What follows belongs to an exercise in optimizing a design on an open flow for small area; a production flow would make more cautious choices.
Function was checked by simulation only, so behaviour that the tests miss may differ from the original.

[flow/config.mk]
export PLATFORM = sky130hd
export DESIGN_NAME = avst_pkt_gen
export DESIGN_NICKNAME = avst_pkt_gen
export VERILOG_FILES = /design/flow/design.v
export SDC_FILE = /design/flow/constraint.sdc
export NUM_CORES = 4
export LEC_CHECK = 0
export CAP_MARGIN = 20
export CORE_MARGIN = 2
export CORE_UTILIZATION = 40
export CTS_BUF_LIST = sky130_fd_sc_hd__clkbuf_8
export GPL_TIMING_DRIVEN = 0
export SLEW_MARGIN = 20
export SYNTH_HIERARCHICAL = 1
[flow/constraint.sdc]
create_clock -name core_clock -period 28.0 [get_ports {clk}]
set_input_delay 5.6000 -clock core_clock [delete_from_list [all_inputs] [get_ports {clk}]]
set_output_delay 5.6000 -clock core_clock [all_outputs]
set_load 0.01 [all_outputs]
[flow/design.v]
module avst_pkt_gen #(
  parameter int          DATA_WIDTH  = 512,
  parameter int          EMPTY_WIDTH = 6,
  parameter int          LEN_WIDTH   = 16,
  parameter logic [31:0] SEED        = 32'h2022_0001
) (
  input  logic                 clk,
  input  logic                 rst_n,
  input  logic                 start_i,
  input  logic [15:0]          cfg_num_pkts_i,
  input  logic [LEN_WIDTH-1:0] cfg_len_i,
  input  logic                 cfg_rand_len_i,
  input  logic [7:0]           cfg_gap_i,
  output logic [DATA_WIDTH-1:0]  src_data,
  output logic                   src_valid,
  input  logic                   src_ready,
  output logic                   src_sop,
  output logic                   src_eop,
  output logic [EMPTY_WIDTH-1:0] src_empty,
  output logic                 busy_o,
  output logic                 done_o,
  output logic [15:0]          pkt_count_o
);
  localparam int BYTES = DATA_WIDTH / 8;
  localparam logic [31:0] LFSR_MASK = 32'h8020_0003;   
  logic        busy_q, valid_q, done_q;
  logic [31:0] lfsr_q;
  logic [15:0] num_pkts_q;
  logic [15:0] pkt_count_q;
  logic [15:0] len_q;        
  logic        rand_q;
  logic [7:0]  gap_q;
  logic [9:0]  cnt_q;        
  logic [5:0]  lastb_q;      
  logic [1:0]  base_q;       
  logic        sop_q;
  logic [7:0]  prem_q;       
  logic [15:0] len_d;
  logic [15:0] div_d;        
  logic        lenm1_ld;     
  logic [15:0] rem_d;        
  logic [5:0]  lastb_eff;    
  logic [15:0] lenm1_d;      
  logic [9:0]  cnt_nl_d;     
  logic [15:0] pkt_inc_d;
  logic        cnt_zero, accept, load, last_pkt_d;
  logic [7:0]  urem_r0, urem_x;
  avst_pkt_gen_urem u_urem (.r0(urem_r0), .x(urem_x), .d(div_d), .nosub(load && lenm1_ld),
                            .r(rem_d));
  always_comb begin
    cnt_zero   = (cnt_q == '0);
    accept     = valid_q && src_ready;
    load       = busy_q && !valid_q && !done_q && cnt_zero;
    len_d      = busy_q ? len_q : {cfg_len_i[15:1], cfg_len_i[0] | (cfg_len_i == '0)};
    div_d      = busy_q ? len_q : cfg_len_i;
    lenm1_d    = len_q - 16'd1;
    lenm1_ld   = !rand_q || (len_q[15:1] == '0);
    urem_r0    = !load ? 8'h00        : lenm1_ld ? lenm1_d[15:8] : prem_q;
    urem_x     = !load ? lfsr_q[15:8] : lenm1_ld ? lenm1_d[7:0]  : lfsr_q[7:0];
    if (!busy_q)                  cnt_nl_d = '0;
    else if (valid_q && !accept)  cnt_nl_d = cnt_q;
    else if (valid_q && cnt_zero) cnt_nl_d = 10'(gap_q);
    else                          cnt_nl_d = cnt_q - 10'd1;
    lastb_eff  = lastb_q | {6{!cnt_zero}};
    pkt_inc_d  = pkt_count_q + 16'd1;
    last_pkt_d = (pkt_inc_d == num_pkts_q);
  end
  always_ff @(posedge clk or negedge rst_n) begin
    if (!rst_n) begin
      busy_q      <= 1'b0;
      valid_q     <= 1'b0;
      done_q      <= 1'b0;
      pkt_count_q <= '0;
      lfsr_q      <= SEED;
    end else begin
      if (!busy_q) begin
        if (start_i) begin
          busy_q      <= 1'b1;
          done_q      <= (cfg_num_pkts_i == '0);
          pkt_count_q <= '0;
        end
      end else if (done_q) begin
        busy_q <= 1'b0;
        done_q <= 1'b0;
      end else if (valid_q) begin
        if (accept && cnt_zero) begin
          valid_q     <= 1'b0;
          pkt_count_q <= pkt_inc_d;
          done_q      <= last_pkt_d;
        end
      end else if (cnt_zero) begin
        valid_q <= 1'b1;
        lfsr_q  <= {1'b0, lfsr_q[31:1]} ^ (lfsr_q[0] ? LFSR_MASK : 32'h0);
      end
    end
  end
  always_ff @(posedge clk) begin
    prem_q  <= rem_d[7:0];
    len_q   <= len_d;
    cnt_q   <= load ? rem_d[15:6] : cnt_nl_d;
    if (!busy_q) begin
      num_pkts_q <= cfg_num_pkts_i;
      rand_q     <= cfg_rand_len_i;
      gap_q      <= cfg_gap_i;
    end
    if (load) begin
      lastb_q <= rem_d[5:0];
      base_q  <= pkt_count_q[7:6];
      sop_q   <= 1'b1;
    end else if (accept && !cnt_zero) begin
      base_q  <= base_q + 2'd1;
      sop_q   <= 1'b0;
    end
  end
  logic [7:0] base8;
  assign base8 = {base_q, pkt_count_q[5:0]};
  always_comb begin
    for (int i = 0; i < BYTES; i++) begin
      src_data[DATA_WIDTH-1-8*i -: 8] =
          (6'(i) <= lastb_eff) ? base8 + 8'(i) : 8'h00;
    end
  end
  assign src_valid   = valid_q;
  assign src_sop     = sop_q;
  assign src_eop     = cnt_zero;
  assign src_empty   = ~lastb_eff;
  assign busy_o      = busy_q;
  assign done_o      = done_q;
  assign pkt_count_o = pkt_count_q;
endmodule
module avst_pkt_gen_urem (
  input  logic [7:0]  r0,
  input  logic [7:0]  x,
  input  logic [15:0] d,
  input  logic        nosub,
  output logic [15:0] r
);
  logic [16:0] rr, v, t, msk;
  logic        big;
  always_comb begin
    rr = 17'(r0);
    for (int j = 1; j <= 8; j++) begin
      msk = (17'd1 << (8 + j)) - 17'd1;
      v   = ((rr << 1) | 17'(x[8-j])) & msk;
      big = (|(17'(d) & ~msk)) | nosub;
      t   = v + (17'(~d) & msk) + 17'd1;
      rr  = ((t[8+j] && !big) ? t : v) & msk;
    end
    r = rr[15:0];
  end
endmodule
[flow/flow/run.sh]
#!/bin/bash
# Own layout flow: the standard ORFS flow (standard.sh) with these changes:
#  - synthesis keeps the remainder array as its own module (SYNTH_HIERARCHICAL 1
#    in config.mk) and ABC maps it with flow/abc_speed.script (area mapping under
#    a delay target), and the rest of the design with flow/abc_area_top.script
#    (area mapping); see flow/abc_split.tcl. Yosys keeps its own adder mapping
#    (no Kogge-Stone $lcu map, no full/half adder cell extraction). Everything
#    before ABC, and so every register, is the standard synthesis's.
#  - the port buffers that global placement puts on every input and output are
#    sky130_fd_sc_hd__buf_1.
# Each tool writes its full log under orfs/logs; make's output is in standard_flow.log.
set -euo pipefail
here=$(pwd)
rm -rf "$here/orfs_scripts"
cp -r "$FLOW_HOME/scripts" "$here/orfs_scripts"
cp "$here/flow/abc_speed.script" "$here/flow/abc_area_top.script" "$here/flow/abc_split.tcl" "$here/orfs_scripts/"
grep -q '^  log_cmd abc {\*}\$abc_args$' "$here/orfs_scripts/synth.tcl"
sed -i 's|^  log_cmd abc {\*}\$abc_args$|  source $::env(SCRIPTS_DIR)/abc_split.tcl|' "$here/orfs_scripts/synth.tcl"
export SCRIPTS_DIR="$here/orfs_scripts"
export BUFFER_PORTS_ARGS="-buffer_cell sky130_fd_sc_hd__buf_1"
export SYNTH_OPERATIONS_ARGS="-nofsm"
export ADDER_MAP_FILE=""
bash standard.sh finish > standard_flow.log 2>&1
[flow/flow/abc_area_top.script]
strash
 &get -n
 &fraig -x
 &put
 scorr
 dc2
 strash
 dch -f
 amap
 topo
 buffer -c
 upsize -D 17000
 dnsize -D 17000
[flow/flow/abc_speed.script]
strash
 &get -n
 &fraig -x
 &put
 scorr
 dc2
 strash
 dch -f
 map -D 18000
 topo
 buffer -c
 upsize -D 18000
 dnsize -D 18000
[flow/flow/abc_split.tcl]
# Own flow: ABC maps the remainder array (module avst_pkt_gen_urem, kept apart by
# SYNTH_HIERARCHICAL 1) with a delay target (abc_speed.script), then the rest of
# the design for area (abc_area_top.script). Registers were mapped before this.
set abc_rest [lrange $abc_args 2 end]
log_cmd abc -script $::env(SCRIPTS_DIR)/abc_speed.script {*}$abc_rest avst_pkt_gen_urem
log_cmd abc -script $::env(SCRIPTS_DIR)/abc_area_top.script {*}$abc_rest
[flow/standard.sh]
#!/bin/bash
# synth_recipe.tcl (not shown) runs the flow's synth.tcl, then flattens the netlist and writes it again
# the make line also repeats each setting of config.mk as NAME=value (left out here)
make -C /OpenROAD-flow-scripts/flow DESIGN_CONFIG=/design/flow/config.mk WORK_HOME=/design/flow/orfs CLKGATE_MAP_FILE= SYNTH_SCRIPT=/design/flow/synth_recipe.tcl "${@:-finish}"
==> metrics.cfg, run 1 <==
[critical_path]
r2r.worst_path.cells=190
reg2reg_from=cnt_q[0]
crit_path_max_fanout=10
critPathMaxStageDelay_ps=380
cp_slowest_cell=maj3_2
criticalPathCategory=input pin to flip-flop
critPathCaptureType=flip-flop
cp.arrival_ps=26220
reg2reg_slack_ps=2430
crit_path_start_kind=input pin
required_ps=28200
path_buf_inv=22
r2r_end=cnt_q[8]
crit_family=simple AND/OR/NAND/NOR gates
cpMostUsedCell=nand2_1

[placement]
dp_hpwl_um=71500
port_buffers=583
gp_congestion=1.10

[sta]
setup_viol=0
period_share_pct=92.9
finalHoldViolations=0
maxSlewHeadroom_pct=10.9
fin_skew_ps=19.2
min_period_ps=26020
fmax_mhz=38.4
worstMarginPinSlew_ps=1330
tns_ps=0
slew_viol_final=0

[worst_hold_path]
hp-class=flip-flop to flip-flop
min_from=sop_q
min_to=sop_q
holdPathStages=2

[logic_synthesis]
synth_seq_cells=119
yosysTopAreaCell=nor2_1
ys_types=55
synth_seq_area_share_pct=23.6
ys.flop_type=edfxtp_1
synth_edf_count=59
yosys-top-cells-area=nor2_1, edfxtp_1, nand2_1, dfrtp_1, inv_1
synth_nets=2422
yosysWarningCount=8
syn_area_um2=13700
async_flop_share_pct=42.9
syn_area_per_cell_um2=5.77
synth_top_area_share_pct=20.2
syn_inst=2377

[clocking]
cts_buffer_depth=2
h-tree-depth=4
cts_tree=yes
cts_buffers=17
clk_pin_slew_ps=80
clk_latency_ps=460
cts_sinks=119
cts-root-buf=clkbuf_8

[drt]
drt-pass1-iter-count=7
drt_wl_total_um=91300
routedWlPerCell_um=26.3
remaining_drc_errors=0
ant_nets=0
vias=20800
viasPerCell=6.00
drt_iter0_drc=3033

[run]
cap_viol_max_count=0

[global_routing]
grt_overflow=0
grt_use_total_pct=48.2
gr-usage-met1_pct=62.2
met2_usage_pct=68.4
grt_max_degree=33
antenna_found_initial=6
use_met3_pct=21.3
grt_pass1_vias=18100
grt_pass1_wl_um=125000
top_usage_layer=met2

[floorplan]
start_util_pct=40.8
die-area_um2=35800
core_area_um2=33600
fp.dieH_um=189
ios=584
die_w_um=189
fp-row-count=67

[cells_and_area]
final_util_pct=52.2
drive_gt1_share_pct=6.75
layout_commonest_cell=nor2_1
layout_common_cells=nor2_1, buf_1, nand2_1, inv_1, o21ai_0
num-fill-cells=3709
layout.nets=3052
area_delta_synth_final_pct=27.8

[run_status]
outcome=no timing/DRC/antenna violations

-- sequential cells by signal, indices dropped and copies added, names as in the netlist --
register,count
lfsr_q,32
len_q,16
num_pkts_q,16
pkt_count_q,16
cnt_q,10
gap_q,8
prem_q,8
lastb_q,6
base_q,2
busy_q,1
done_q,1
rand_q,1
sop_q,1
valid_q,1
-- final cells by class --
type	count	area (um2)	share of cell area, %
Sequential cell	119	3230	18.4
Buffer	111	472	2.69
Antenna cell	1	2.50	0.0143
Clock inverter	13	118	0.670
Clock buffer	19	262	1.49
Multi-Input combinational cell	1873	9390	53.5
Inverter	274	1040	5.93
Timing Repair Buffer	611	2460	14.1
Tap cell	448	561	3.20
-- Yosys stat by module (local to each module, per instance) --
module,area [um2],cells inside,flops+latches
avst_pkt_gen_urem,3880,788,0
avst_pkt_gen,9840,1589,119
-- tightest hold or removal path, cell delays in order, from the launching register on --
cell and delay [ps]:
dfxtp_1 320, inv_1 40, o21ai_0 70
-- worst max path at each step --
stage,cells past startpoint,from,endpoint,slack [ps]
final,176,cfg_len_i[2],cnt_q[8],1980
after global routing,183,cfg_len_i[15],cnt_q[9],-290
after CTS,174,cfg_len_i[0],cnt_q[0],110
after detailed placement,176,cfg_len_i[0],cnt_q[0],-1580
after global placement,175,cfg_len_i[0],cnt_q[0],-830
after floorplan,174,cfg_len_i[0],cnt_q[9],3920
-- cells by family after synthesis --
logic type,count (synthesis),synth area share [%]
flops,119,23.6
compound gates,472,21.1
fa+ha+maj,5,0.365
mux,1,0.0729
xor+xnor,89,5.68
buf+inv,385,10.7
simple gates,1306,38.5
-- cell usage after synthesis, drive strengths merged (9+ instances only) --
cell,number
a211oi,81
a21oi,85
a221oi,17
buf,12
clkbuf,99
clkinv,10
dfrtp,47
dfxtp,9
edfxtp,59
inv,264
nand2,364
nand3,60
nand3b,20
nor2,737
nor3,63
o21a,15
o21ai,168
o22ai,52
or2,34
xnor2,30
xor2,59
-- metal layers --
layer | part of all wire (%) | routed length (um) | vias to the layer above
met5 | 0.15 | 136 | -
met4 | 6.3 | 5720 | 12
met3 | 15 | 14100 | 356
met2 | 40 | 36600 | 1610
met1 | 38 | 34800 | 9795
li1 | - | - | 9046
-- repair_timing --
action | CTS | global route
hold buffers | 0 | 0
buffers inserted | 0 | 21
endpoints found under the setup margin | 24 | 24
pin swaps | 0 | 18
resized for setup | 10 | 105
-- per-stage QoR --
| step | cell area (um2) | worst slack (ps) | instances | hold slack [ps] |
|---|---|---|---|---|
| 2_1_floorplan | 13700 | 3920 | 2377 | 450 |
| 3_3_place_gp | 16500 | -827 | 3408 | 459 |
| 3_5_place_dp | 16600 | -1580 | 3414 | 461 |
| 4_1_cts | 17000 | 110 | 3446 | 483 |
| 5_1_grt | 17500 | -290 | 3468 | 503 |
| 6_report | 17500 | 1980 | 3469 | 479 |
==> inputs of run 2 (changes only) <==
==> flow/flow/abc_speed.script (replaced) <==
strash
 &get -n
 &fraig -x
 &put
 scorr
 dc2
 strash
 dch -f
 map -D 17000
 topo
 buffer -c
 upsize -D 17000
 dnsize -D 17000
==> metrics.cfg, run 2 <==
[run_status]
outcome=no timing/DRC/antenna violations  ; unchanged

[critical_path]
reg2reg_from=cnt_q[0]  ; unchanged
required_ps=28170  ; was 28200 ps
criticalPathCategory=input pin to flip-flop  ; unchanged
r2r_end=lastb_q[4]  ; was cnt_q[8]
r2r.worst_path.cells=174  ; was 190
critPathCaptureType=flip-flop  ; unchanged
critPathMaxStageDelay_ps=520  ; was 380 ps
setup.worst_path.end=lastb_q[4]  ; was cnt_q[8]
startpoint=cfg_len_i[0]  ; was cfg_len_i[2]
cp_slowest_cell=o21ai_0  ; was maj3_2
reg2reg_slack_ps=2890  ; was 2430 ps
crit_path_max_fanout=10  ; unchanged
crit_path_start_kind=input pin  ; unchanged
cp.arrival_ps=26040  ; was 26220 ps

[cells_and_area]
layout_common_cells=nor2_1, buf_1, nand2_1, inv_1, o21ai_0  ; unchanged
largest_reg_flops=32  ; unchanged
area_delta_synth_final_pct=23.2  ; was 27.8%
layout.nets=3006  ; was 3052
final_util_pct=49.7  ; was 52.2%
layout_commonest_cell=nor2_1  ; unchanged
largest_register=lfsr_q  ; unchanged
drive_gt1_share_pct=7.60  ; was 6.75%
num-fill-cells=3906  ; was 3709

[logic_synthesis]
syn_inst=2355  ; was 2377
synth.top_cells.by_count=nor2_1, nand2_1, inv_1  ; unchanged
synth_top_area_share_pct=19.4  ; was 20.2%
yosysWarningCount=8  ; unchanged
synth_top_family_by_area=simple AND/OR/NAND/NOR gates  ; unchanged
synth_seq_cells=119  ; unchanged
yosys-top-cells-area=nor2_1, edfxtp_1, nand2_1, dfrtp_1, inv_1  ; unchanged
synth_nets=2400  ; was 2422
synth_seq_area_share_pct=22.6  ; was 23.6%
synth_edf_count=59  ; unchanged
synthAdderAreaFrac_pct=0.377  ; was 0.365%
yosysMostFrequentCell=nor2_1  ; unchanged
yosys.area_share.simple_pct=37.0  ; was 38.5%
syn_area_per_cell_um2=6.06  ; was 5.77 um2
synth_compound_area_share_pct=22.3  ; was 21.1%
muxShareOfSynthArea_pct=0  ; was 0.0729%
synthXorXnorAreaFrac_pct=6.00  ; was 5.68%
ys.flop_type=edfxtp_1  ; unchanged
syn_area_um2=14300  ; was 13700 um2
ys_types=76  ; was 55
yosysTopAreaCell=nor2_1  ; unchanged
async_flop_share_pct=42.9  ; unchanged

[clocking]
cts_hold_buf=0  ; unchanged
cts_sinks=119  ; unchanged
cts_tree=yes  ; unchanged
cts-root-buf=clkbuf_8  ; unchanged
h-tree-depth=4  ; unchanged
clk_pin_slew_ps=80  ; about the same
clk_latency_ps=460  ; about the same
cts_buffers=17  ; unchanged
cts_buffer_depth=2  ; unchanged

[floorplan]
die_w_um=193  ; was 189 um
fp.dieH_um=193  ; was 189 um
core_area_um2=35400  ; was 33600 um2
die-area_um2=37200  ; was 35800 um2
ios=584  ; unchanged
start_util_pct=40.3  ; was 40.8%
fp-row-count=69  ; was 67

[drt]
drt_iter0_drc=2304  ; was 3033
drt-pass1-iter-count=7  ; unchanged
drt_wl_total_um=93900  ; was 91300 um
vias=20600  ; was 20800
routedWlPerCell_um=27.3  ; was 26.3 um
remaining_drc_errors=0  ; unchanged
ant_nets=0  ; unchanged
viasPerCell=6.00  ; about the same

[sta]
fin_skew_ps=23.0  ; was 19.2 ps
finalHoldViolations=0  ; unchanged
rsz0062_at_grt=no
setup_viol=0  ; unchanged
slew_viol_final=0  ; unchanged
min_period_ps=25870  ; was 26020 ps
fmax_mhz=38.6  ; was 38.4 MHz
period_share_pct=92.4  ; was 92.9%
tns_ps=0  ; unchanged
hold_ws_ps=473  ; was 479 ps
maxSlewHeadroom_pct=9.13  ; was 10.9%
worstMarginPinSlew_ps=1360  ; was 1330 ps

[global_routing]
grt_use_total_pct=48.3  ; was 48.2%
grt_overflow=0  ; unchanged
grt_pass1_wl_um=126000  ; was 125000 um
antenna_found_initial=10  ; was 6
grt_max_degree=30  ; was 33
grt_pass1_vias=17800  ; was 18100

[run]
cap_viol_max_count=0  ; unchanged

[placement]
dp_hpwl_um=73400  ; was 71500 um
gp_congestion=1.10  ; about the same
port_buffers=583  ; unchanged

[worst_hold_path]
hp-class=flip-flop to flip-flop  ; unchanged

## run 2: cell count changes after synthesis, moves of 11 or more
cell      change
clkbuf_1     -16
nand3_1      -43
nand3_2      +23
nand2_2      +16
nand2_1      -32
clkbuf_8     +11
o21ai_2      +15
inv_1        -14
## run 2: modules after synthesis (local to each module, per instance)
module	cells	flops+latches
avst_pkt_gen	1589	119
avst_pkt_gen_urem	766	0
## run 2: final cells by class
cell class	count	area (um2)	area share (%)
antenna	4	10.0	0.0569
buffer	115	661	3.75
clock buffer	17	234	1.33
clock inverter	15	166	0.946
inverter	264	1010	5.72
multi-input combinational	1857	9450	53.7
sequential	119	3230	18.4
tap	461	577	3.28
timing repair buffer	587	2260	12.8
## run 2: how the worst min path moves through the flow
stage | from | end | slack, ps | cells past startpoint
floorplan | lfsr_q[11] | lfsr_q[10] | 450 | 2
detailed placement | sop_q | sop_q | 460 | 2
CTS | sop_q | sop_q | 470 | 2
global placement | sop_q | sop_q | 450 | 2
finish | sop_q | sop_q | 470 | 2
global route | sop_q | sop_q | 490 | 2
## run 2: per-stage QoR
step	setup slack (ps)	cell area, um2	std cells
final	2130	17600	3439
after global routing	30.0	17600	3436
after CTS	1630	17500	3434
after detailed placement	1210	17100	3402
after global placement	1900	17000	3399
after floorplan	4680	14300	2355
## run 2: cell families after synthesis
family | Yosys count
and+or+nand+nor | 1269
AOI/OAI and AO/OA | 486
buffers and inverters | 379
DFF | 119
xor gates and xnor gates | 97
adders and majority gates | 5
## run 2: per-layer routing
layer | GRT usage [%] | share of wire, % | vias to the layer above
met1 | 58.0 | 37 | 9686
met5 | 2.65 | 0.20 | -
met2 | 68.2 | 41 | 1553
met4 | 29.3 | 7.1 | 8
li1 | - | - | 8964
met3 | 24.5 | 15 | 420
## run 2: critical path, delay by kind of cell
kind	cells	cell delay, ps
xor gates and xnor gates	4	780
and+or+nand+nor	89	8470
AOI/OAI and AO/OA	51	8350
adders and majority gates	4	1350
buffers and inverters	15	1440
## run 2: timing repair
action                                  in CTS  in global routing
setup buffers                                0                  1
gates resized for setup                      0                  9
endpoints found under the setup margin       0                 24
==> inputs of run 3 (changes only) <==
--- a/flow/design.v
+++ b/flow/design.v
@@ -38,4 +38,2 @@
   logic [15:0] len_d;
-  logic [15:0] div_d;        
-  logic        lenm1_ld;     
   logic [15:0] rem_d;        
@@ -47,3 +45,3 @@
   logic [7:0]  urem_r0, urem_x;
-  avst_pkt_gen_urem u_urem (.r0(urem_r0), .x(urem_x), .d(div_d), .nosub(load && lenm1_ld),
+  avst_pkt_gen_urem u_urem (.r0(urem_r0), .x(urem_x), .d(len_d), .nosub(load && !rand_q),
                             .r(rem_d));
@@ -54,7 +52,5 @@
     len_d      = busy_q ? len_q : {cfg_len_i[15:1], cfg_len_i[0] | (cfg_len_i == '0)};
-    div_d      = busy_q ? len_q : cfg_len_i;
     lenm1_d    = len_q - 16'd1;
-    lenm1_ld   = !rand_q || (len_q[15:1] == '0);
-    urem_r0    = !load ? 8'h00        : lenm1_ld ? lenm1_d[15:8] : prem_q;
-    urem_x     = !load ? lfsr_q[15:8] : lenm1_ld ? lenm1_d[7:0]  : lfsr_q[7:0];
+    urem_r0    = !load ? 8'h00        : rand_q ? prem_q      : lenm1_d[15:8];
+    urem_x     = !load ? lfsr_q[15:8] : rand_q ? lfsr_q[7:0] : lenm1_d[7:0];
     if (!busy_q)                  cnt_nl_d = '0;
--- a/flow/flow/run.sh
+++ b/flow/flow/run.sh
@@ -5,3 +5,3 @@
 #    a delay target), and the rest of the design with flow/abc_area_top.script
-#    (area mapping); see flow/abc_split.tcl. Yosys keeps its own adder mapping
+#    (AIG size reduction with &deepsyn, then area mapping); see flow/abc_split.tcl. Yosys keeps its own adder mapping
 #    (no Kogge-Stone $lcu map, no full/half adder cell extraction). Everything
@@ -10,2 +10,4 @@
 #    sky130_fd_sc_hd__buf_1.
+#  - clock tree synthesis runs with ORFS's arguments (clkbuf_8 from config.mk)
+#    but inserts no dummy loads to balance the tree.
 # Each tool writes its full log under orfs/logs; make's output is in standard_flow.log.
@@ -22,2 +24,3 @@
 export ADDER_MAP_FILE=""
+export CTS_ARGS="-sink_clustering_enable -repair_clock_nets -buf_list sky130_fd_sc_hd__clkbuf_8 -dont_use_dummy_load"
 bash standard.sh finish > standard_flow.log 2>&1
==> flow/flow/abc_area_top.script (replaced) <==
strash
dc2
strash
&get -n
&deepsyn -T 20
&put
dch -f
amap
topo
==> flow/flow/abc_speed.script (replaced) <==
strash
 &get -n
 &fraig -x
 &put
 scorr
 dc2
 strash
 dch -f
 map -D 18000
 topo
 buffer -c
 upsize -D 18000
 dnsize -D 18000
--- a/flow/config.mk
+++ b/flow/config.mk
@@ -11,3 +11,4 @@
 export CTS_BUF_LIST = sky130_fd_sc_hd__clkbuf_8
-export GPL_TIMING_DRIVEN = 0
+export GPL_TIMING_DRIVEN = 1
+export SETUP_SLACK_MARGIN = -0.5
 export SLEW_MARGIN = 20
==> metrics.cfg, run 3 <==
[critical_path]
crit_path_start_kind=input pin  ; unchanged
crit_family=simple AND/OR/NAND/NOR gates  ; unchanged
critPathMaxStageDelay_ps=560  ; was 520 ps
reg2reg_from=cnt_q[0]  ; unchanged
crit_cells=176  ; was 163
reg2reg_slack_ps=3280  ; was 2890 ps
criticalPathCategory=input pin to flip-flop  ; unchanged
cpMostUsedCell=nand2_1
r2r_end=lastb_q[5]  ; was lastb_q[4]
critPathCaptureType=flip-flop  ; unchanged
required_ps=28330  ; was 28170 ps
path_buf_inv=21  ; was 15
cp.arrival_ps=26350  ; was 26040 ps
cp_slowest_cell=or4_1  ; was o21ai_0
r2r.worst_path.cells=187  ; was 174
crit_path_max_fanout=19  ; was 10

[cells_and_area]
largest_register=lfsr_q  ; unchanged
area_delta_synth_final_pct=27.5  ; was 23.2%
num-fill-cells=3509  ; was 3906
largest_reg_flops=32  ; unchanged
drive_gt1_share_pct=5.89  ; was 7.60%
multiInputGateArea_um2=9030  ; was 9450 um2
post-route-cell-area_um2=16500  ; was 17600 um2
final_util_pct=52.2  ; was 49.7%
layout_common_cells=nor2_1, buf_1, nand2_1, clkinv_1, o21ai_0  ; was nor2_1, buf_1, nand2_1, inv_1, o21ai_0
layout.nets=2917  ; was 3006
layout_commonest_cell=nor2_1  ; unchanged
stdcell_count=3275  ; was 3439
seq_area_um2=3080  ; was 3230 um2

[sta]
finalHoldViolations=0  ; unchanged
fmax_mhz=38.4  ; was 38.6 MHz
worstMarginPinSlew_ps=1210  ; was 1360 ps
fin_skew_ps=20.3  ; was 23.0 ps
min_period_ps=26020  ; was 25870 ps
period_share_pct=92.9  ; was 92.4%
setup_viol=0  ; unchanged
slew_viol_final=0  ; unchanged
maxSlewHeadroom_pct=19.1  ; was 9.13%
tns_ps=0  ; unchanged

[clocking]
cts_tree=yes  ; unchanged
cts_buffers=17  ; unchanged
cts_sinks=119  ; unchanged
h-tree-depth=4  ; unchanged
cts-root-buf=clkbuf_8  ; unchanged
clk_latency_ps=460  ; about the same
cts_buffer_depth=2  ; unchanged
clk_pin_slew_ps=70  ; was 80 ps

[floorplan]
fp-row-count=65  ; was 69
ios=584  ; unchanged
die-area_um2=33900  ; was 37200 um2
start_util_pct=40.9  ; was 40.3%
fp.dieH_um=184  ; was 193 um
core_area_um2=31700  ; was 35400 um2
die_w_um=184  ; was 193 um

[logic_synthesis]
synth_seq_area_share_pct=23.7  ; was 22.6%
syn_area_um2=13000  ; was 14300 um2
synth_seq_cells=119  ; unchanged
yosysWarningCount=8  ; unchanged
syn_area_per_cell_um2=5.87  ; was 6.06 um2
synth_nets=2257  ; was 2400
yosys-top-cells-area=nor2_1, edfxtp_1, nand2_1, dfrtp_1, o21ai_0  ; was nor2_1, edfxtp_1, nand2_1, dfrtp_1, inv_1
yosysTopAreaCell=nor2_1  ; unchanged
synth_edf_count=43  ; was 59
syn_inst=2212  ; was 2355
async_flop_share_pct=42.9  ; unchanged
ys.flop_type=dfrtp_1  ; was edfxtp_1
yosysMostFrequentCell=nor2_1  ; unchanged
ys_types=54  ; was 76
synth.top_cells.by_count=nor2_1, nand2_1, clkinv_1  ; was nor2_1, nand2_1, inv_1
synth_top_area_share_pct=21.9  ; was 19.4%

[placement]
port_buffers=583  ; unchanged
dp_hpwl_um=65900  ; was 73400 um
placed_cells=3244  ; was 3402
placedInstanceArea_um2=16100  ; was 17100 um2
gp_congestion=1.04  ; was 1.10

[worst_hold_path]
hp-class=flip-flop to flip-flop  ; unchanged
min_from=lfsr_q[12]  ; was sop_q
min_to=lfsr_q[11]  ; was sop_q
holdPathStages=2  ; unchanged

[global_routing]
antenna_found_initial=5  ; was 10
grt_overflow=0  ; unchanged
grt_use_total_pct=47.0  ; was 48.3%
grt_max_degree=60  ; was 30
grt_pass1_vias=16800  ; was 17800
grt_pass1_wl_um=115000  ; was 126000 um

[drt]
routedWlPerCell_um=25.4  ; was 27.3 um
drt_wl_total_um=83100  ; was 93900 um
ant_nets=0  ; unchanged
drt_iter0_drc=2812  ; was 2304
remaining_drc_errors=0  ; unchanged
vias=19800  ; was 20600
viasPerCell=6.05  ; was 6.00
drt-pass1-iter-count=7  ; unchanged

[run]
cap_viol_max_count=0  ; unchanged

[run_status]
outcome=no timing/DRC/antenna violations  ; unchanged

==> run 3: cell types whose count changed in the layout (fill, tap and decap cells not counted), sizes merged, moves of 12 or more <==
| cell | previous run | this run |
|---|---|---|
| clkbuf | 111 | 18 |
| o22a | 0 | 16 |
| clkinv | 13 | 153 |
| nor3 | 62 | 50 |
| o21a | 17 | 4 |
| nor2 | 742 | 757 |
| dfxtp | 9 | 25 |
| nand3 | 40 | 60 |
| edfxtp | 59 | 43 |
| o21ai | 170 | 147 |
| buf | 608 | 664 |
| inv | 265 | 81 |
==> run 3: worst reg2reg max path, delay by kind of cell, from the launching register on <==
family / cells / cell delay (ps)
compound gates: 34 / 4960
xor+xnor: 3 / 590
fa+ha+maj: 5 / 1420
buf+inv: 25 / 3570
flops: 1 / 410
simple gates: 120 / 13580
==> run 3: cells by family (layout without fill, tap and decap cells) <==
logic type / Yosys count / count (layout) / share of synthesized area (%)
and+or+nand+nor: 1282 / 1282 / 39.8
adders and majority gates: 5 / 5 / 0.386
xor gates and xnor gates: 90 / 90 / 6.07
AOI/OAI and AO/OA: 454 / 454 / 22.3
other: 0 / 3 / 0
buffers and inverters: 261 / 919 / 7.74
muxes: 1 / 1 / 0.0771
DFF: 119 / 119 / 23.7
==> run 3: through the flow <==
stage	setup slack [ps]	hold WS (ps)
after CTS	1260	484
after detailed placement	860	470
after floorplan	1350	450
final	1980	484
after global placement	1630	463
after global routing	-541	524
==> run 3: layout make-up <==
type / instances / share of cell area [%]
multi-input combinational: 1832 / 54.6
timing repair inverter: 2 / 0.0605
clock buffer: 17 / 1.41
sequential: 119 / 18.6
inverter: 235 / 5.37
tap: 402 / 3.04
timing repair buffer: 665 / 16.9
antenna: 3 / 0.0454
==> run 3: worst max-delay path by stage <==
stage | from | endpoint | slack (ps)
after floorplan | cnt_q[0] | cnt_q[0] | 1350
after global placement | cfg_len_i[13] | cnt_q[9] | 1630
after detailed placement | cfg_len_i[13] | cnt_q[0] | 860
after CTS | cfg_len_i[13] | cnt_q[0] | 1260
after global routing | cfg_len_i[8] | lastb_q[0] | -540
final | cfg_len_i[9] | lastb_q[5] | 1980
==> run 3: routing by layer <==
metal / share of wire, % / global-route usage, % / routed length, um / up-vias
met1: 40 / 63.4 / 32800 / 9208
met3: 15 / 18.0 / 12500 / 320
met2: 39 / 65.0 / 32800 / 1553
met4: 5.8 / 22.8 / 4830 / 4
met5: 0.18 / 2.96 / 148 / -
li1: - / - / - / 8737
==> run 3: timing repair <==
action / 4_1_cts / 5_1_grt
endpoints found under the setup margin: 0 / 24
setup buffers: 0 / 6
hold buffers: 0 / 0
gates resized for setup: 0 / 25
==> run 3: modules after synthesis (local to each module, per instance) <==
module,flip-flops and latches,area [um2],cells inside,times used
avst_pkt_gen_urem,0,3880,788,1
avst_pkt_gen,119,9100,1424,1
==> inputs of run 4 (changes only) <==
--- a/flow/config.mk
+++ b/flow/config.mk
@@ -12,3 +12,3 @@
 export GPL_TIMING_DRIVEN = 1
-export SETUP_SLACK_MARGIN = -0.5
+export SETUP_SLACK_MARGIN = -1.0
 export SLEW_MARGIN = 20
==> metrics.cfg, run 4 <==
[run_status]
outcome=no timing/DRC/antenna violations  ; unchanged

[sta]
maxSlewHeadroom_pct=18.6  ; was 19.1%
worstMarginPinSlew_ps=1220  ; was 1210 ps
fin_skew_ps=21.1  ; was 20.3 ps
min_period_ps=26350  ; was 26020 ps
hold_ws_ps=483  ; was 484 ps
period_share_pct=94.1  ; was 92.9%
slew_viol_final=0  ; unchanged
finalHoldViolations=0  ; unchanged
setup_viol=0  ; unchanged
fmax_mhz=38.0  ; was 38.4 MHz

[cells_and_area]
area_delta_synth_final_pct=26.8  ; was 27.5%
largest_register=lfsr_q  ; unchanged
largest_reg_flops=32  ; unchanged
post-route-cell-area_um2=16500  ; about the same
layout.nets=2912  ; was 2917
layout_common_cells=nor2_1, buf_1, nand2_1, clkinv_1, o21ai_0  ; unchanged
layout_commonest_cell=nor2_1  ; unchanged
drive_gt1_share_pct=5.45  ; was 5.89%
final_util_pct=51.9  ; was 52.2%
stdcell_count=3269  ; was 3275

[clocking]
cts_buffer_depth=2  ; unchanged
h-tree-depth=4  ; unchanged
cts_buffers=17  ; unchanged
cts_sinks=119  ; unchanged
clk_latency_ps=470  ; was 460 ps
cts-root-buf=clkbuf_8  ; unchanged
cts_tree=yes  ; unchanged
clk_pin_slew_ps=70  ; about the same
cts_hold_buf=0  ; unchanged

[logic_synthesis]
syn_area_per_cell_um2=5.87  ; unchanged
async_flop_share_pct=42.9  ; unchanged
synth_seq_cells=119  ; unchanged
yosys-top-cells-area=nor2_1, edfxtp_1, nand2_1, dfrtp_1, o21ai_0  ; unchanged
synth_top_area_share_pct=21.9  ; unchanged
synth.top_cells.by_count=nor2_1, nand2_1, clkinv_1  ; unchanged
yosysWarningCount=8  ; unchanged
synth_edf_count=43  ; unchanged
ys_types=54  ; unchanged
ys.flop_type=dfrtp_1  ; unchanged
yosysTopAreaCell=nor2_1  ; unchanged
syn_inst=2212  ; unchanged
synth_seq_area_share_pct=23.7  ; unchanged
syn_area_um2=13000  ; unchanged
yosysMostFrequentCell=nor2_1  ; unchanged
synth_nets=2257  ; unchanged

[drt]
remaining_drc_errors=0  ; unchanged
drt-pass1-iter-count=6  ; was 7
drt_iter0_drc=2737  ; was 2812
drt_wl_total_um=83100  ; about the same
viasPerCell=6.05  ; about the same
routedWlPerCell_um=25.4  ; about the same
vias=19800  ; about the same
ant_nets=0  ; unchanged

[floorplan]
ios=584  ; unchanged
die-area_um2=33900  ; unchanged
fp.dieH_um=184  ; unchanged
core_area_um2=31700  ; unchanged
start_util_pct=40.9  ; unchanged
die_w_um=184  ; unchanged
fp-row-count=65  ; unchanged

[critical_path]
required_ps=28290  ; was 28330 ps
criticalPathCategory=input pin to flip-flop  ; unchanged
startpoint=cfg_len_i[9]  ; unchanged
critPathMaxStageDelay_ps=560  ; about the same
crit_path_start_kind=input pin  ; unchanged
reg2reg_from=cnt_q[0]  ; unchanged
cpMostUsedCell=nand2_1  ; unchanged
cp.arrival_ps=26640  ; was 26350 ps
crit_path_max_fanout=19  ; unchanged
critPathCaptureType=flip-flop  ; unchanged
cp_slowest_cell=or4_1  ; unchanged

[global_routing]
grt_max_degree=60  ; unchanged
grt_pass1_wl_um=115000  ; unchanged
grt_use_total_pct=47.0  ; unchanged
grt_overflow=0  ; unchanged
grt_pass1_vias=16800  ; unchanged
antenna_found_initial=5  ; unchanged

[worst_hold_path]
hp-class=flip-flop to flip-flop  ; unchanged
min_from=lfsr_q[12]  ; unchanged

[run]
cap_viol_max_count=0  ; unchanged

[placement]
gp_congestion=1.04  ; unchanged
placedInstanceArea_um2=16100  ; unchanged
port_buffers=583  ; unchanged
dp_hpwl_um=65900  ; unchanged
placed_cells=3244  ; unchanged

==> run 4: cell counts after synthesis <==
No cell type changed its count.
==> run 4: final timing paths <==
path	endpoint	slack, ps	cells after the start
max	cnt_q[0]	1650	177
min	lfsr_q[11]	480	2
max reg2reg	cnt_q[0]	2760	188
min reg2reg	lfsr_q[11]	480	2
max in group asynchronous	pkt_count_q[5]	22140	2
min in group asynchronous	pkt_count_q[3]	5300	2
==> run 4: logic make-up (layout without fill, tap and decap cells) <==
kind of cell    after synthesis  after routing  share of synthesized area, %
compound gates              454            454                          22.3
simple gates               1282           1282                          39.8
buf+inv                     261            914                          7.74
mux                           1              1                        0.0771
other cells                   0              2                             0
fa+ha+maj                     5              5                         0.386
flops                       119            119                          23.7
xor+xnor                     90             90                          6.07
==> run 4: worst max-delay path, delay by kind of cell <==
| family | cells | cell delay (ps) |
|---|---|---|
| xor+xnor | 3 | 590 |
| compound gates | 35 | 4910 |
| buf+inv | 20 | 1880 |
| simple gates | 114 | 11860 |
| fa+ha+maj | 5 | 1720 |
==> run 4: modules after synthesis, one instance, submodules excluded <==
module	cells inside	copies in the design	flops+latches	cell area [um2]
avst_pkt_gen	1424	1	119	9100
avst_pkt_gen_urem	788	1	0	3880
==> run 4: per-stage QoR <==
stage | setup WS (ps) | TNS, ps
floorplan | 1350 | 0
global placement | 1630 | 0
detailed placement | 860 | 0
CTS | 1260 | 0
global route | -964 | -19070
finish | 1650 | 0
==> run 4: layer usage <==
metal  wire length (um)  global-route usage [%]  up-vias
met1              32700                    63.4     9203
met5                147                    2.96        -
li1                   -                       -     8734
met4               4830                    22.8        4
met3              12600                    18.0      312
met2              32900                    65.0     1535
==> run 4: area by class of cell <==
class	instances	area, um2
clock buffers	17	234
repair buffers	660	2760
flip-flops and latches	119	3080
well taps	402	503
fillers	3513	15300
multi-input cells	1832	8980
repair inverters	2	10.0
inverters	235	888
diodes	2	5.00
==> run 4: repair_timing <==
item                                    4_1_cts  5_1_grt
endpoints found under the setup margin        0       24
setup buffers                                 0        1
resized for setup                             0       13
==> inputs of run 5 (changes only) <==
==> flow/flow/abc_speed.script (replaced) <==
strash
dc2
strash
&get -n
&deepsyn -T 20
&put
dch -f
map -D 18000
topo
buffer -c
upsize -D 18000
dnsize -D 18000
--- a/flow/config.mk
+++ b/flow/config.mk
@@ -12,3 +12,3 @@
 export GPL_TIMING_DRIVEN = 1
-export SETUP_SLACK_MARGIN = -1.0
+export SETUP_SLACK_MARGIN = -0.5
 export SLEW_MARGIN = 20
==> metrics.cfg, run 5 <==
[logic_synthesis]
async_flop_share_pct=42.9  ; unchanged
ys_types=67  ; was 54
syn_inst=2103  ; was 2212
synth_seq_cells=119  ; unchanged
yosysMostFrequentCell=nor2_1  ; unchanged
yosys-top-cells-area=nor2_1, edfxtp_1, dfrtp_1, nand2_1, a211oi_1  ; was nor2_1, edfxtp_1, nand2_1, dfrtp_1, o21ai_0
syn_area_per_cell_um2=6.07  ; was 5.87 um2
syn_area_um2=12800  ; was 13000 um2
yosysWarningCount=8  ; unchanged
synth_edf_count=43  ; unchanged
yosysTopAreaCell=nor2_1  ; unchanged
synth_seq_area_share_pct=24.1  ; was 23.7%
synth_top_area_share_pct=21.8  ; was 21.9%
synth.top_cells.by_count=nor2_1, nand2_1, clkinv_1  ; unchanged
ys.flop_type=dfrtp_1  ; unchanged
synth_nets=2148  ; was 2257

[sta]
min_period_ps=28680  ; was 26350 ps
maxSlewHeadroom_pct=15.8  ; was 18.6%
setup_viol=24  ; was 0
rsz0062_at_grt=yes
tns_ps=-13810  ; was 0 ps
worstMarginPinSlew_ps=1260  ; was 1220 ps
period_share_pct=102  ; was 94.1%
fin_ws_ps=-678  ; was 1650 ps
fin_skew_ps=43.3  ; was 21.1 ps
fmax_mhz=34.9  ; was 38.0 MHz
finalHoldViolations=0  ; unchanged
slew_viol_final=0  ; unchanged

[drt]
ant_nets=0  ; unchanged
vias=20400  ; was 19800
viasPerCell=6.10  ; was 6.05
drt_iter0_drc=2730  ; was 2737
routedWlPerCell_um=26.1  ; was 25.4 um
drt-pass1-iter-count=8  ; was 6
drt_wl_total_um=87300  ; was 83100 um
remaining_drc_errors=0  ; unchanged

[critical_path]
required_ps=28180  ; was 28290 ps
critPathMaxStageDelay_ps=530  ; was 560 ps
crit_path_max_fanout=8  ; was 19
r2r.worst_path.cells=203  ; was 188
reg2reg_slack_ps=1280  ; was 2760 ps
setup.worst_path.end=cnt_q[1]  ; was cnt_q[0]
startpoint=cfg_len_i[11]  ; was cfg_len_i[9]
cp_slowest_cell=or4_4  ; was or4_1
crit_path_start_kind=input pin  ; unchanged
cpMostUsedCell=nand2_2  ; was nand2_1
cp.arrival_ps=28860  ; was 26640 ps
reg2reg_from=cnt_q[0]  ; unchanged
critPathCaptureType=flip-flop  ; unchanged
r2r_end=cnt_q[1]  ; was cnt_q[0]
criticalPathCategory=input pin to flip-flop  ; unchanged

[clocking]
clk_latency_ps=470  ; about the same
cts_buffers=17  ; unchanged
h-tree-depth=4  ; unchanged
cts-root-buf=clkbuf_8  ; unchanged
clk_pin_slew_ps=60  ; was 70 ps
cts_tree=yes  ; unchanged
cts_buffer_depth=2  ; unchanged
cts_sinks=119  ; unchanged

[run_status]
outcome=finished with violations  ; was no timing/DRC/antenna violations
failed_checks=setup timing

[floorplan]
fp-row-count=65  ; unchanged
die_w_um=183  ; was 184 um
ios=584  ; unchanged
die-area_um2=33300  ; was 33900 um2
fp.dieH_um=183  ; was 184 um
core_area_um2=31500  ; was 31700 um2
start_util_pct=40.5  ; was 40.9%

[cells_and_area]
stdcell_count=3343  ; was 3269
layout_commonest_cell=nor2_1  ; unchanged
largest_register=lfsr_q  ; unchanged
drive_gt1_share_pct=17.6  ; was 5.45%
largest_reg_flops=32  ; unchanged
area_delta_synth_final_pct=44.1  ; was 26.8%
layout_common_cells=nor2_1, buf_1, buf_4, nand2_1, clkinv_1  ; was nor2_1, buf_1, nand2_1, clkinv_1, o21ai_0
final_util_pct=58.4  ; was 51.9%
num-fill-cells=3306  ; was 3513
layout.nets=2984  ; was 2912

[worst_hold_path]
hp-class=flip-flop to flip-flop  ; unchanged

[placement]
placed_cells=3271  ; was 3244
dp_hpwl_um=67500  ; was 65900 um
port_buffers=583  ; unchanged
gp_congestion=1.08  ; was 1.04
pre_cts_ws_ps=-679  ; was 860 ps

[global_routing]
grt_use_total_pct=48.6  ; was 47.0%
grt_pass1_wl_um=117000  ; was 115000 um
grt_pass1_vias=17000  ; was 16800
grt_max_degree=70  ; was 60
antenna_found_initial=3  ; was 5
grt_overflow=0  ; unchanged

[run]
cap_viol_max_count=0  ; unchanged

run 5: area by class of cell:
type / count / area (um2) / area share (%)
Multi-Input combinational cell: 1742 / 9590 / 52.1
Timing Repair Buffer: 843 / 4170 / 22.7
Sequential cell: 119 / 3080 / 16.7
Inverter: 216 / 811 / 4.41
Tap cell: 402 / 503 / 2.74
Clock buffer: 17 / 234 / 1.27
Antenna cell: 4 / 10.0 / 0.0544
run 5: cells by family (layout without fill, tap and decap cells):
kind of cell / Yosys count / in the layout / synth area share (%)
DFF: 119 / 119 / 24.1
buffers and inverters: 242 / 1076 / 7.62
other: 0 / 4 / 0
AOI/OAI and AO/OA: 411 / 411 / 22.4
xor gates and xnor gates: 73 / 73 / 5.01
and+or+nand+nor: 1258 / 1258 / 40.9
run 5: critical path, delay by kind of cell:
family                 cells  cell delay, ps
XOR/XNOR                   2             320
AND/OR/NAND/NOR          130           12790
buffers and inverters      8            1110
AO/OA/AOI/OAI             57            8970
run 5: per-stage QoR:
| step | area [um2] | hold slack [ps] |
|---|---|---|
| 2_1_floorplan | 12800 | 450 |
| 3_3_place_gp | 16900 | 464 |
| 3_5_place_dp | 16900 | 464 |
| 4_1_cts | 17100 | 479 |
| 5_1_grt | 18400 | 519 |
| 6_report | 18400 | 481 |
run 5: routing by layer:
layer  up-vias  track usage [%]  wire [um]
li1       8829                -          -
met1      9550             61.6      32400
met2      1663             66.7      35200
met3       348             22.9      13700
met4         8             27.1       5630
met5         -             5.93        282
run 5: Yosys stat by module, one instance, submodules excluded:
module | flops+latches | copies in the design | cells
avst_pkt_gen | 119 | 1 | 1424
avst_pkt_gen_urem | 0 | 1 | 679
run 5: worst min path at each step:
| stage | start | end | slack, ps | cells after the start |
|---|---|---|---|---|
| finish | lfsr_q[12] | lfsr_q[11] | 480 | 2 |
| global route | lfsr_q[21] | lfsr_q[21] | 520 | 2 |
| CTS | lfsr_q[12] | lfsr_q[11] | 480 | 2 |
| detailed placement | lfsr_q[12] | lfsr_q[11] | 460 | 2 |
| global placement | lfsr_q[10] | lfsr_q[9] | 460 | 2 |
| floorplan | lfsr_q[12] | lfsr_q[11] | 450 | 2 |
run 5: what timing repair did:
item / in CTS / in global routing
gates resized for setup: 0 / 224
buffers inserted: 0 / 51
endpoints found under the setup margin: 0 / 24
hold buffers: 0 / 0
==> inputs of run 6 (changes only) <==
==> flow/flow/run.sh (replaced) <==
#!/bin/bash
# Own layout flow: the standard ORFS flow (standard.sh), with these changes.
#  - Synthesis keeps the remainder array as its own module (SYNTH_HIERARCHICAL 1
#    in config.mk). ABC maps that module with flow/abc_speed.script (area mapping
#    under a delay target) and the rest of the design with
#    flow/abc_area_top.script (AIG size reduction with &deepsyn, then area
#    mapping); see flow/abc_split.tcl. Yosys keeps its own adder mapping (no
#    Kogge-Stone $lcu map, no full/half adder cell extraction). Everything before
#    ABC, and so every register, is the standard synthesis's.
#  - The port buffers that global placement puts on every input and output are
#    sky130_fd_sc_hd__buf_1.
set -euo pipefail
here=$(pwd)
rm -rf "$here/orfs_scripts"
cp -r "$FLOW_HOME/scripts" "$here/orfs_scripts"
cp "$here/flow/abc_speed.script" "$here/flow/abc_area_top.script" "$here/flow/abc_split.tcl" "$here/orfs_scripts/"
grep -q '^  log_cmd abc {\*}\$abc_args$' "$here/orfs_scripts/synth.tcl"
sed -i 's|^  log_cmd abc {\*}\$abc_args$|  source $::env(SCRIPTS_DIR)/abc_split.tcl|' "$here/orfs_scripts/synth.tcl"
export SCRIPTS_DIR="$here/orfs_scripts"
export BUFFER_PORTS_ARGS="-buffer_cell sky130_fd_sc_hd__buf_1"
export SYNTH_OPERATIONS_ARGS="-nofsm"
export ADDER_MAP_FILE=""
export CTS_ARGS="-sink_clustering_enable -repair_clock_nets -buf_list sky130_fd_sc_hd__clkbuf_8 -dont_use_dummy_load"
bash standard.sh finish > standard_flow.log 2>&1
==> flow/flow/abc_speed.script (replaced) <==
strash
 &get -n
 &fraig -x
 &put
 scorr
 dc2
 strash
 dch -f
 map -D 18000
 topo
 buffer -c
 upsize -D 18000
 dnsize -D 18000
--- a/flow/config.mk
+++ b/flow/config.mk
@@ -12,3 +12,3 @@
 export GPL_TIMING_DRIVEN = 1
-export SETUP_SLACK_MARGIN = -0.5
+export SETUP_SLACK_MARGIN = -1.0
 export SLEW_MARGIN = 20
==> metrics.cfg, run 6 <==
[cells_and_area]
layout.nets=2912  ; was 2984
num-fill-cells=3513  ; was 3306
layout_common_cells=nor2_1, buf_1, nand2_1, clkinv_1, o21ai_0  ; was nor2_1, buf_1, buf_4, nand2_1, clkinv_1
largest_reg_flops=32  ; unchanged
multiInputGateArea_um2=8980  ; was 9590 um2
post-route-cell-area_um2=16500  ; was 18400 um2
largest_register=lfsr_q  ; unchanged
layout_commonest_cell=nor2_1  ; unchanged
stdcell_count=3269  ; was 3343
area_delta_synth_final_pct=26.8  ; was 44.1%
drive_gt1_share_pct=5.45  ; was 17.6%
final_util_pct=51.9  ; was 58.4%
seq_area_um2=3080  ; about the same

[drt]
routedWlPerCell_um=25.4  ; was 26.1 um
drt_iter0_drc=2737  ; was 2730
drt_wl_total_um=83100  ; was 87300 um
ant_nets=0  ; unchanged
vias=19800  ; was 20400
remaining_drc_errors=0  ; unchanged
viasPerCell=6.05  ; was 6.10
drt-pass1-iter-count=6  ; was 8

[floorplan]
core_area_um2=31700  ; was 31500 um2
fp.dieH_um=184  ; was 183 um
ios=584  ; unchanged
die_w_um=184  ; was 183 um
start_util_pct=40.9  ; was 40.5%
die-area_um2=33900  ; was 33300 um2
fp-row-count=65  ; unchanged

[sta]
fmax_mhz=38.0  ; was 34.9 MHz
maxSlewHeadroom_pct=18.6  ; was 15.8%
worstMarginPinSlew_ps=1220  ; was 1260 ps
fin_skew_ps=21.1  ; was 43.3 ps
min_period_ps=26350  ; was 28680 ps
setup_viol=0  ; was 24
finalHoldViolations=0  ; unchanged
period_share_pct=94.1  ; was 102%
slew_viol_final=0  ; unchanged

[critical_path]
critPathMaxStageDelay_ps=560  ; was 530 ps
startpoint=cfg_len_i[9]  ; was cfg_len_i[11]
crit_path_max_fanout=19  ; was 8
criticalPathCategory=input pin to flip-flop  ; unchanged
critPathCaptureType=flip-flop  ; unchanged
reg2reg_slack_ps=2760  ; was 1280 ps
cp.arrival_ps=26640  ; was 28860 ps
setup.worst_path.end=cnt_q[0]  ; was cnt_q[1]
r2r.worst_path.cells=188  ; was 203
cpMostUsedCell=nand2_1  ; was nand2_2
required_ps=28290  ; was 28180 ps
r2r_end=cnt_q[0]  ; was cnt_q[1]
crit_path_start_kind=input pin  ; unchanged
cp_slowest_cell=or4_1  ; was or4_4
reg2reg_from=cnt_q[0]  ; unchanged

[logic_synthesis]
syn_inst=2212  ; was 2103
synth_top_area_share_pct=21.9  ; was 21.8%
yosysMostFrequentCell=nor2_1  ; unchanged
async_flop_share_pct=42.9  ; unchanged
yosys.area_share.simple_pct=39.8  ; was 40.9%
ys_types=54  ; was 67
synth_seq_area_share_pct=23.7  ; was 24.1%
synth.top_cells.by_count=nor2_1, nand2_1, clkinv_1  ; unchanged
yosysWarningCount=8  ; unchanged
muxShareOfSynthArea_pct=0.0771  ; was 0%
synth_seq_cells=119  ; unchanged
syn_area_um2=13000  ; was 12800 um2
synthAdderAreaFrac_pct=0.386  ; was 0%
synth_edf_count=43  ; unchanged
synth_top_family_by_area=simple AND/OR/NAND/NOR gates  ; unchanged
synth_nets=2257  ; was 2148
synth_compound_area_share_pct=22.3  ; was 22.4%
syn_area_per_cell_um2=5.87  ; was 6.07 um2
yosys-top-cells-area=nor2_1, edfxtp_1, nand2_1, dfrtp_1, o21ai_0  ; was nor2_1, edfxtp_1, dfrtp_1, nand2_1, a211oi_1
synthXorXnorAreaFrac_pct=6.07  ; was 5.01%
yosysTopAreaCell=nor2_1  ; unchanged
ys.flop_type=dfrtp_1  ; unchanged

[clocking]
h-tree-depth=4  ; unchanged
clk_latency_ps=470  ; about the same
cts_buffers=17  ; unchanged
cts_buffer_depth=2  ; unchanged
cts_tree=yes  ; unchanged
cts-root-buf=clkbuf_8  ; unchanged
cts_sinks=119  ; unchanged
clk_pin_slew_ps=70  ; was 60 ps

[worst_hold_path]
holdPathStages=2  ; unchanged
hp-class=flip-flop to flip-flop  ; unchanged

[global_routing]
grt_pass1_vias=16800  ; was 17000
grt_use_total_pct=47.0  ; was 48.6%
antenna_found_initial=5  ; was 3
grt_max_degree=60  ; was 70
grt_pass1_wl_um=115000  ; was 117000 um
grt_overflow=0  ; unchanged

[placement]
placed_cells=3244  ; was 3271
gp_congestion=1.04  ; was 1.08
port_buffers=583  ; unchanged
dp_hpwl_um=65900  ; was 67500 um
placedInstanceArea_um2=16100  ; was 16900 um2

[run_status]
outcome=no timing/DRC/antenna violations  ; was finished with violations

[run]
cap_viol_max_count=0  ; unchanged

## run 6: changes by cell type in the layout (fill, tap and decap cells not counted), moves of 43 or more
cell and change:
buf_4 -180, o21ai_0 +52, nand3_2 -43, nand2_1 +152, nand2_2 -75
## run 6: cells by family (layout without fill, tap and decap cells)
| kind of cell | count (synthesis) | in the layout |
|---|---|---|
| and+or+nand+nor | 1282 | 1282 |
| DFF | 119 | 119 |
| AOI/OAI and AO/OA | 454 | 454 |
| muxes | 1 | 1 |
| other | 0 | 2 |
| adders and majority gates | 5 | 5 |
| buffers and inverters | 261 | 914 |
| xor gates and xnor gates | 90 | 90 |
## run 6: worst min-delay path by stage
stage                     from          to
global placement    lfsr_q[10]   lfsr_q[9]
floorplan           lfsr_q[12]  lfsr_q[11]
finish              lfsr_q[12]  lfsr_q[11]
detailed placement  lfsr_q[10]   lfsr_q[9]
global route        lfsr_q[31]  lfsr_q[30]
CTS                 lfsr_q[10]   lfsr_q[9]
## run 6: timing repair
action	4_1_cts	5_1_grt
endpoints found under the setup margin	0	24
buffers inserted	0	1
hold buffers	0	0
resized for setup	0	13
## run 6: area by class of cell
class	instances	share of cell area, %
timing repair buffer	660	16.8
multi-input combinational	1832	54.6
sequential	119	18.7
inverter	235	5.40
timing repair inverter	2	0.0608
tap	402	3.06
antenna	2	0.0304
clock buffer	17	1.42
## run 6: per-layer routing
layer	wire length [um]	track usage, %	vias up
li1	-	-	8734
met1	32700	63.4	9203
met2	32900	65.0	1535
met3	12600	18.0	312
met4	4830	22.8	4
met5	147	2.96	-
## run 6: critical path, delay by kind of cell
family / cells / cell delay [ps]
buffers and inverters: 20 / 1880
adder cells (fa/ha/maj): 5 / 1720
AND/OR/NAND/NOR: 114 / 11860
AO/OA/AOI/OAI: 35 / 4910
XOR/XNOR: 3 / 590
## run 6: Yosys stat by module (local to each module, per instance)
| module | cells | flops+latches | times used |
|---|---|---|---|
| avst_pkt_gen_urem | 788 | 0 | 1 |
| avst_pkt_gen | 1424 | 119 | 1 |
## run 6: through the flow
step / hold slack [ps] / setup TNS, ps / setup WS [ps]
2_1_floorplan: 450 / 0 / 1350
3_3_place_gp: 463 / 0 / 1630
3_5_place_dp: 470 / 0 / 860
4_1_cts: 484 / 0 / 1260
5_1_grt: 524 / -19070 / -964
6_report: 483 / 0 / 1650
==> inputs of run 7 (changes only) <==
--- a/flow/flow/run.sh
+++ b/flow/flow/run.sh
@@ -4,3 +4,3 @@
 #    in config.mk). ABC maps that module with flow/abc_speed.script (area mapping
-#    under a delay target) and the rest of the design with
+#    with a small delay weight, then gate sizing to a delay target) and the rest of the design with
 #    flow/abc_area_top.script (AIG size reduction with &deepsyn, then area
==> flow/flow/abc_speed.script (replaced) <==
strash
&get -n
&fraig -x
&put
scorr
dc2
strash
dch -f
amap -Q 0.3
topo
buffer -c
upsize -D 18000
dnsize -D 18000
==> metrics.cfg, run 7 <==
[sta]
worstMarginPinSlew_ps=1220  ; about the same
maxSlewHeadroom_pct=18.3  ; was 18.6%
fmax_mhz=36.9  ; was 38.0 MHz
finalHoldViolations=0  ; unchanged
slew_viol_final=0  ; unchanged
hold_ws_ps=454  ; was 483 ps
min_period_ps=27070  ; was 26350 ps
period_share_pct=96.7  ; was 94.1%

[drt]
viasPerCell=6.14  ; was 6.05
vias=18800  ; was 19800
routedWlPerCell_um=25.9  ; was 25.4 um
drt-pass1-iter-count=6  ; unchanged
remaining_drc_errors=0  ; unchanged
drt_iter0_drc=2278  ; was 2737

[critical_path]
r2r.worst_path.cells=153  ; was 188
r2r_end=cnt_q[3]  ; was cnt_q[0]
required_ps=28170  ; was 28290 ps
crit_path_start_kind=input pin  ; unchanged
critPathMaxStageDelay_ps=640  ; was 560 ps
path_buf_inv=9  ; was 20
startpoint=cfg_len_i[13]  ; was cfg_len_i[9]
crit_path_max_fanout=11  ; was 19
cp_slowest_cell=or4_1  ; unchanged
reg2reg_slack_ps=2350  ; was 2760 ps

[global_routing]
grt_max_degree=69  ; was 60
grt_pass1_vias=16200  ; was 16800
grt_pass1_wl_um=110000  ; was 115000 um
use_met3_pct=18.1  ; was 18.0%
grt_overflow=0  ; unchanged
top_usage_layer=met2  ; unchanged
grt_use_total_pct=45.1  ; was 47.0%
antenna_found_initial=1  ; was 5

[cells_and_area]
layout.nets=2710  ; was 2912
area_delta_synth_final_pct=26.1  ; was 26.8%
drive_gt1_share_pct=8.07  ; was 5.45%
largest_register=lfsr_q  ; unchanged
num-fill-cells=3474  ; was 3513
layout_commonest_cell=nor2_1  ; unchanged
largest_reg_flops=32  ; unchanged

[run_status]
outcome=no timing/DRC/antenna violations  ; unchanged

[floorplan]
start_util_pct=40.7  ; was 40.9%
core_area_um2=31700  ; unchanged
fp-row-count=65  ; unchanged
fp.dieH_um=184  ; about the same
die-area_um2=33700  ; was 33900 um2

[placement]
dp_hpwl_um=63300  ; was 65900 um
port_buffers=583  ; unchanged

[clocking]
clk_pin_slew_ps=90  ; was 70 ps
h-tree-depth=4  ; unchanged
cts_tree=yes  ; unchanged
clk_latency_ps=460  ; was 470 ps
cts-root-buf=clkbuf_8  ; unchanged
cts_hold_buf=0  ; unchanged
cts_buffers=17  ; unchanged
cts_sinks=119  ; unchanged

[logic_synthesis]
yosysTopAreaCell=nor2_1  ; unchanged
synth_seq_area_share_pct=23.8  ; was 23.7%
async_flop_share_pct=42.9  ; unchanged
synth_edf_count=43  ; unchanged
synth.top_cells.by_count=nor2_1, clkinv_1, nand2_1  ; was nor2_1, nand2_1, clkinv_1
ys.flop_type=dfrtp_1  ; unchanged
synth_top_area_share_pct=22.4  ; was 21.9%
synth_seq_cells=119  ; unchanged
yosys-top-cells-area=nor2_1, edfxtp_1, dfrtp_1, o22ai_1, a211oi_1  ; was nor2_1, edfxtp_1, nand2_1, dfrtp_1, o21ai_0
yosysMostFrequentCell=nor2_1  ; unchanged
ys_types=73  ; was 54

[worst_hold_path]
min_to=lfsr_q[9]  ; was lfsr_q[11]
min_from=lfsr_q[10]  ; was lfsr_q[12]
holdPathStages=2  ; unchanged

run 7: cell types whose count changed in the layout (fill, tap and decap cells not counted), sizes merged, moves of 14 or more:
cell,before,now
a21oi,70,118
a2bb2oi,0,40
inv,81,53
nand2,341,123
nand3,60,4
nand3b,20,0
nor2,757,773
o21a,4,18
o21ai,147,126
o22ai,43,119
or2,37,13
xnor2,31,6
run 7: per-layer routing:
layer,wire [um],vias up
li1,-,8383
met1,32400,8952
met2,32100,1274
met3,11300,230
met4,3590,4
met5,119,-
run 7: final cells by class:
| type | count | area share (%) |
|---|---|---|
| multi-input combinational | 1661 | 54.7 |
| sequential | 119 | 18.9 |
| timing repair buffer | 660 | 17.0 |
| inverter | 205 | 4.77 |
| tap | 402 | 3.09 |
| clock buffer | 17 | 1.44 |
| timing repair inverter | 1 | 0.0307 |
| antenna | 2 | 0.0307 |
run 7: tightest hold or removal path, stage by stage (launching register included):
cell	delay, ps
dfrtp_1	340
nand2_1	50
o21ai_0	60
run 7: worst max-delay path by stage:
stage          endpoint  slack, ps  cells past startpoint
2_1_floorplan  cnt_q[0]        770                    154
3_3_place_gp   cnt_q[1]        970                    145
3_5_place_dp   cnt_q[0]        180                    145
4_1_cts        cnt_q[0]        570                    145
5_1_grt        cnt_q[5]      -1030                    146
6_report       cnt_q[3]        930                    142
run 7: kinds of logic after synthesis:
| kind of cell | synth area share [%] |
|---|---|
| simple gates | 29.7 |
| xor+xnor | 3.59 |
| flops | 23.8 |
| buf+inv | 8.01 |
| compound gates | 34.9 |
run 7: what timing repair did:
action / 4_1_cts / 5_1_grt
endpoints found under the setup margin: 0 / 24
setup buffers: 0 / 13
endpoints found under the hold margin: 0 / 0
resized for setup: 0 / 13
run 7: modules after synthesis, one instance, submodules excluded:
module             cell area [um2]  cells inside  flip-flops and latches
avst_pkt_gen_urem             3810           591                       0
avst_pkt_gen                  9100          1424                     119
run 7: stage by stage:
stage	TNS [ps]	area, um2	cells	utilization (%)	worst slack [ps]
after global routing	-21830	16300	3065	51.3	-1030
final	0	16300	3067	51.3	931
after CTS	0	16100	3047	50.6	572
after floorplan	0	12900	2015	-	772
after detailed placement	0	15800	3030	49.9	180
after global placement	0	15800	3028	49.9	970

[separate check: timing with driven ports]
No port has a modelled driver above. Below, the same layouts with a new extraction and two added sets of constraints.
Step 1 (the two cells are an assumption about what drives the block):
set clk [get_ports {clk}]
set_driving_cell -lib_cell sky130_fd_sc_hd__clkbuf_16 $clk
set_driving_cell -lib_cell sky130_fd_sc_hd__buf_2 [delete_from_list [all_inputs] $clk]
Step 2 moves the port delays by t, midway between the first and last clock arrival at a register: inputs arrive t later, outputs are due t later. That takes back most of the time a late clock gives input paths.
Three values: no drivers, after step 1, after step 2; two values: the first two.
run | t (ns) | setup WS [ns] | worst setup path after step 2
run 1 | 0.493 | 1.984 / 2.002 / 1.509 | input to register
run 2 | 0.494 | 2.126 / 2.145 / 1.651 | input to register
run 3 | 0.502 | 1.977 / 2.004 / 1.502 | input to register
run 4 | 0.504 | 1.650 / 1.677 / 1.172 | input to register
run 5 | 0.492 | -0.678 / -0.670 / -1.163 | input to register
run 6 | 0.504 | 1.650 / 1.677 / 1.172 | input to register
run 7 | 0.484 | 0.931 / 0.958 / 0.474 | input to register
The setup slack of run 5, which loses most, moves by +0.008 ns with the drivers and by -0.485 ns with both steps.
